This is an optimization exercise on Yosys and OpenROAD, whose aim is small area and a short achievable clock period, not a production implementation.
RTL that was checked went through simulation tests only; none was proved equivalent to the original.
Power figures rest on the tool's default switching activity, not on a simulated workload.

Design param_stack, start of the top module:
module param_stack #(
  parameter int DATA_W = stack_pkg::DATA_W_DEF,
  parameter int DEPTH  = stack_pkg::DEPTH_DEF,
  parameter int PTR_W  = 8
) (
  input  logic              clk,
  input  logic              rst,
  input  logic              push,
  input  logic              pop,
  input  logic              tos,
  input  logic              clr_err,
  input  logic [DATA_W-1:0] d_in,
  output logic [DATA_W-1:0] d_out,
  output logic              d_out_vld,
  output logic [PTR_W:0]    count,
  output logic              empty,
  output logic              full,
  output logic              overflow,
  output logic              underflow
);
Size: ~3500 cells after synthesis, ~36 I/O pins, roughly 59000 µm² of cells after synthesis.
clock: 4.5 ns
lec_check: 0
cap_margin: 20
core_margin: 2
core_utilization: 45
slew_margin: 20
run.sh (not shown) runs the stock make flow with config.mk's settings and CLKGATE_MAP_FILE= SYNTH_SCRIPT=/design/flow/synth_recipe.tcl, a recipe that flattens the netlist after the stock synthesis.
Edit:
CORE_UTILIZATION = 60   (was 45)
SETUP_SLACK_MARGIN = 2.5   (was default)
=>
- The changed run produced a clean layout
- count of clock-buffer cells in the layout fell by 6
- fmax rose by 56%
- wire length rose by 12%
- setup slack is better by 1400 ps
- combinational power rose by 66%
- die area fell by 25%
- final area rose by 5.0%
- first-iteration DRC count rose by 10%
- final cell count fell by 5.1%
Edit:
SETUP_SLACK_MARGIN = 2.0   (was 2.5)
After rerunning:
- The new run produced a clean layout
- global-route usage came out lower by 0.59 points
- power shrinks by 4.0%
- wire length came out lower by 3.4%
- final area shrinks by 4.8%
- setup slack gets better by 14 ps
- flip-flop and latch count is unchanged
- combinational power decreases by 31%
- critical path depth does not change

Another version of the RTL of param_stack (not shown whole).
Size: ~3,600 cells after synthesis, roughly 2,300 flip-flops, about 60,000 um2 of cells after synthesis.
Settings: LEC_CHECK=0, CAP_MARGIN=20, CORE_MARGIN=2, CORE_UTILIZATION=70, CTS_CLUSTER_DIAMETER=100, CTS_CLUSTER_SIZE=25, SETUP_SLACK_MARGIN=2.35, SLEW_MARGIN=20; clock period 4.5 ns.
Change:
- ABC_AREA: unset -> 1
After rerunning: Synthesized cell count is higher by 21%. Hold slack degrades by 25 ps. Sequential share of layout area is higher by 1.6 points. Maximum frequency is higher by about 7%. Area after synthesis is lower by 0.57%. Core utilization is lower by 0.74 points. Total power is higher by 4.7%. Setup slack improves by 150 ps. First-iteration DRC count is higher by 62%. Combinational power is higher by 16%.
No functional check of the RTL was part of any run of this note.

== run A ==
param_stack, a different RTL version from the one above (not shown whole).
For scale: roughly 4800 cells after synthesis, roughly 2200 flip-flops, roughly 58000 µm² of cells after synthesis.
make LEC_CHECK=0 ABC_AREA=1 CAP_MARGIN=20 CORE_MARGIN=2 CORE_UTILIZATION=70 CTS_CLUSTER_DIAMETER=60 CTS_CLUSTER_SIZE=25 SETUP_SLACK_MARGIN=2.35 SLEW_MARGIN=20 finish   # period 4.5 ns
Run A: all stages complete, timing, DRC and antenna checks passed
--- input diff run A..run B ---
# run A
export LEC_CHECK = 0
export ABC_AREA = 1
export CAP_MARGIN = 20
export CORE_MARGIN = 2
export CORE_UTILIZATION = 70
export CTS_CLUSTER_DIAMETER = 60
export CTS_CLUSTER_SIZE = 25
export SETUP_SLACK_MARGIN = 2.35
export SLEW_MARGIN = 20
create_clock -name core_clock -period 4.5 [get_ports {clk}]
# run B
export LEC_CHECK = 0
export ABC_AREA = 1
export CAP_MARGIN = 20
export CORE_MARGIN = 2
export CORE_UTILIZATION = 75
export CTS_CLUSTER_DIAMETER = 100
export CTS_CLUSTER_SIZE = 25
export SETUP_SLACK_MARGIN = 2.35
export SLEW_MARGIN = 20
create_clock -name core_clock -period 4.5 [get_ports {clk}]
Findings:
Buffers inserted during post-CTS setup optimization delta for run B relative to run A: 8 higher
Run B against run A: clock skew now larger; number of iterations in the first detailed-routing pass shows an increase of 3; detailed-route wire length saw an increase.
Inputs modified between run B and run C:
# run B
export LEC_CHECK = 0
export ABC_AREA = 1
export CAP_MARGIN = 20
export CORE_MARGIN = 2
export CORE_UTILIZATION = 75
export CTS_CLUSTER_DIAMETER = 100
export CTS_CLUSTER_SIZE = 25
export SETUP_SLACK_MARGIN = 2.35
export SLEW_MARGIN = 20
create_clock -name core_clock -period 4.5 [get_ports {clk}]
# run C
export LEC_CHECK = 0
export ABC_AREA = 1
export CAP_MARGIN = 20
export CORE_MARGIN = 2
export CORE_UTILIZATION = 70
export CTS_CLUSTER_DIAMETER = 50
export CTS_CLUSTER_SIZE = 40
export SETUP_SLACK_MARGIN = 2.35
export SLEW_MARGIN = 20
create_clock -name core_clock -period 4.5 [get_ports {clk}]
## What came out
- Hold slack, run C and run B, lower one = run B.
- Run C: power in combinational cells about 5% below run B
- Taking run B as the reference point, the H-tree depth reported by CTS of run C rises by 1.
- In run C relative to run B, layout buffer count excluding clock buffers had gone down slightly.
- Number of non-clock inverters, run C vs run B: down slightly
- Run C vs run B: met2 wire length down by more than 10%
- When run C is set beside run B, its global-route usage turns out to be 7.6 points smaller.
Inputs modified between run C and run D:
# run C
export LEC_CHECK = 0
export ABC_AREA = 1
export CAP_MARGIN = 20
export CORE_MARGIN = 2
export CORE_UTILIZATION = 70
export CTS_CLUSTER_DIAMETER = 50
export CTS_CLUSTER_SIZE = 40
export SETUP_SLACK_MARGIN = 2.35
export SLEW_MARGIN = 20
create_clock -name core_clock -period 4.5 [get_ports {clk}]
# run D
export LEC_CHECK = 0
export ABC_AREA = 1
export CAP_MARGIN = 20
export CORE_MARGIN = 2
export CORE_UTILIZATION = 70
export CTS_CLUSTER_DIAMETER = 60
export CTS_CLUSTER_SIZE = 35
export SETUP_SLACK_MARGIN = 2.35
export SLEW_MARGIN = 20
create_clock -name core_clock -period 4.5 [get_ports {clk}]
==> comparison <==
- Each of the runs, namely run C and run D, reached the end of the flow and came out clean.
- Sequential share of layout area was higher in run D than in run C.
- Run D ends up with a actual slew at the worst max-slew pin that is 0.0053 ns higher than in run C.
- Run C → run D: global-route usage lower; maximum clock rate lower; routed wire length lower.
- Diff run C -> run D: detailed-route vias per instance barely changed; setup slack dropped 0.035 ns.
- Via count: run D < run C
- When the final numbers for run C and run D were put side by side, the maximum level of the CTS H-tree turned out to be smaller in run D.
- On non-clock buffer area fraction after layout, run C and run D are basically level.
What run E does differently from run D at the input level:
# run D
export LEC_CHECK = 0
export ABC_AREA = 1
export CAP_MARGIN = 20
export CORE_MARGIN = 2
export CORE_UTILIZATION = 70
export CTS_CLUSTER_DIAMETER = 60
export CTS_CLUSTER_SIZE = 35
export SETUP_SLACK_MARGIN = 2.35
export SLEW_MARGIN = 20
create_clock -name core_clock -period 4.5 [get_ports {clk}]
# run E
export LEC_CHECK = 0
export CAP_MARGIN = 20
export CORE_MARGIN = 2
export CORE_UTILIZATION = 70
export CTS_CLUSTER_DIAMETER = 100
export CTS_CLUSTER_SIZE = 25
export SETUP_SLACK_MARGIN = 2.35
export SLEW_MARGIN = 20
create_clock -name core_clock -period 4.5 [get_ports {clk}]
--- outcome ---
- Run E | status: complete | timing, DRC, antenna: pass
- In the metrics for run E and run D, the one carrying the lower via count of the routed design is run E.
- First-pass GRT wire length was lower in run E than in run D.
- Fmax: run E below run D
- Post-synthesis instance total down 22% in run E wrt run D
- Worst supply voltage drop on vdd, run E and run D: larger value in run D
- Going from run D to run E, fraction of standard cell area that is sequential now smaller; final critical-path share of the clock period now larger.
- | part of the power in the clock network | run E vs run D | 1.7 points lower |
Here is what was changed in the inputs of run F compared with run E.
# run E
export LEC_CHECK = 0
export CAP_MARGIN = 20
export CORE_MARGIN = 2
export CORE_UTILIZATION = 70
export CTS_CLUSTER_DIAMETER = 100
export CTS_CLUSTER_SIZE = 25
export SETUP_SLACK_MARGIN = 2.35
export SLEW_MARGIN = 20
create_clock -name core_clock -period 4.5 [get_ports {clk}]
# run F
export LEC_CHECK = 0
export ABC_AREA = 1
export CAP_MARGIN = 20
export CORE_MARGIN = 2
export CORE_UTILIZATION = 70
export CTS_CLUSTER_DIAMETER = 100
export CTS_CLUSTER_SIZE = 25
export SETUP_SLACK_MARGIN = 2.35
export SLEW_MARGIN = 20
export TNS_END_PERCENT = 5
create_clock -name core_clock -period 4.5 [get_ports {clk}]
Notes after the runs:
In the reports for run E and run F, the smaller count of inserted antenna diode cells belongs to run E.
Run comparison: run F dominant combinational cell family by area after synthesis simple AND/OR/NAND/NOR gates; run E dominant combinational cell family by area after synthesis multiplexers
What run F reported for area of the multi-input gates has to be multiplied by 1.10 to get the figure for run E.
Measured against each other, run E and run F differ in total stage count of the critical path, the higher figure coming from run E.
Looking at endpoint of the most critical setup path, the cache_q[57] result is from run E; the u_ram.ring_q[67] one comes from run F.
Number of buffers other than clock buffers in the final layout (run F vs. run E) decreases by more than a quarter
Going from run E to run F, overall routed net length now sits higher, signed area change from the synthesized netlist to the final layout went down 2.4 points.
Run E has higher fraction of power consumed by the clock network than run F.

what the ideal ports hide:
The flow's constraints put no driver on any port. The routed layouts listed below were extracted and timed again, unchanged, in two steps.
Step 1, drivers: a clkbuf_16 drives clk and a buf_2 each remaining input, both assumed.
Step 2 times the ports against the registers' clock, not the clock port: input delays grow and output delays shrink by t, the midpoint of the rising clock arrivals with the driver on.
Three values: no drivers, after step 1, after step 2; two values: the first two.
run	t (ns)	setup WS [ns]	slew at the worst register clock pin (ns)	pins driven straight from the clock port
the first run of note 1	0.855	0.604 / 0.604 / 0.566	0.07 / 0.07	1
the second run of note 1	0.833	1.999 / 1.999 / 1.322	0.07 / 0.07	1
the third run of note 1	0.829	2.013 / 1.993 / 1.275	0.07 / 0.07	1
the first run of note 2	0.760	2.183 / 2.198 / 1.463	0.11 / 0.11	1
the second run of note 2	0.740	2.330 / 2.316 / 1.578	0.12 / 0.12	1
run A	0.760	2.290 / 2.249 / 1.630	0.10 / 0.10	1
run B	0.782	2.090 / 2.090 / 1.640	0.12 / 0.12	1
run C	0.791	2.311 / 2.243 / 1.600	0.12 / 0.12	1
run D	0.762	2.276 / 2.243 / 1.635	0.12 / 0.12	1
run E	0.758	2.160 / 2.160 / 1.650	0.11 / 0.11	1
run F	0.756	2.199 / 2.172 / 1.513	0.11 / 0.11	1
After both steps setup and hold are still met in every run listed. For the second run of note 2, which loses most, drivers alone change the setup slack by -0.014 ns; drivers and shift together by -0.752 ns.
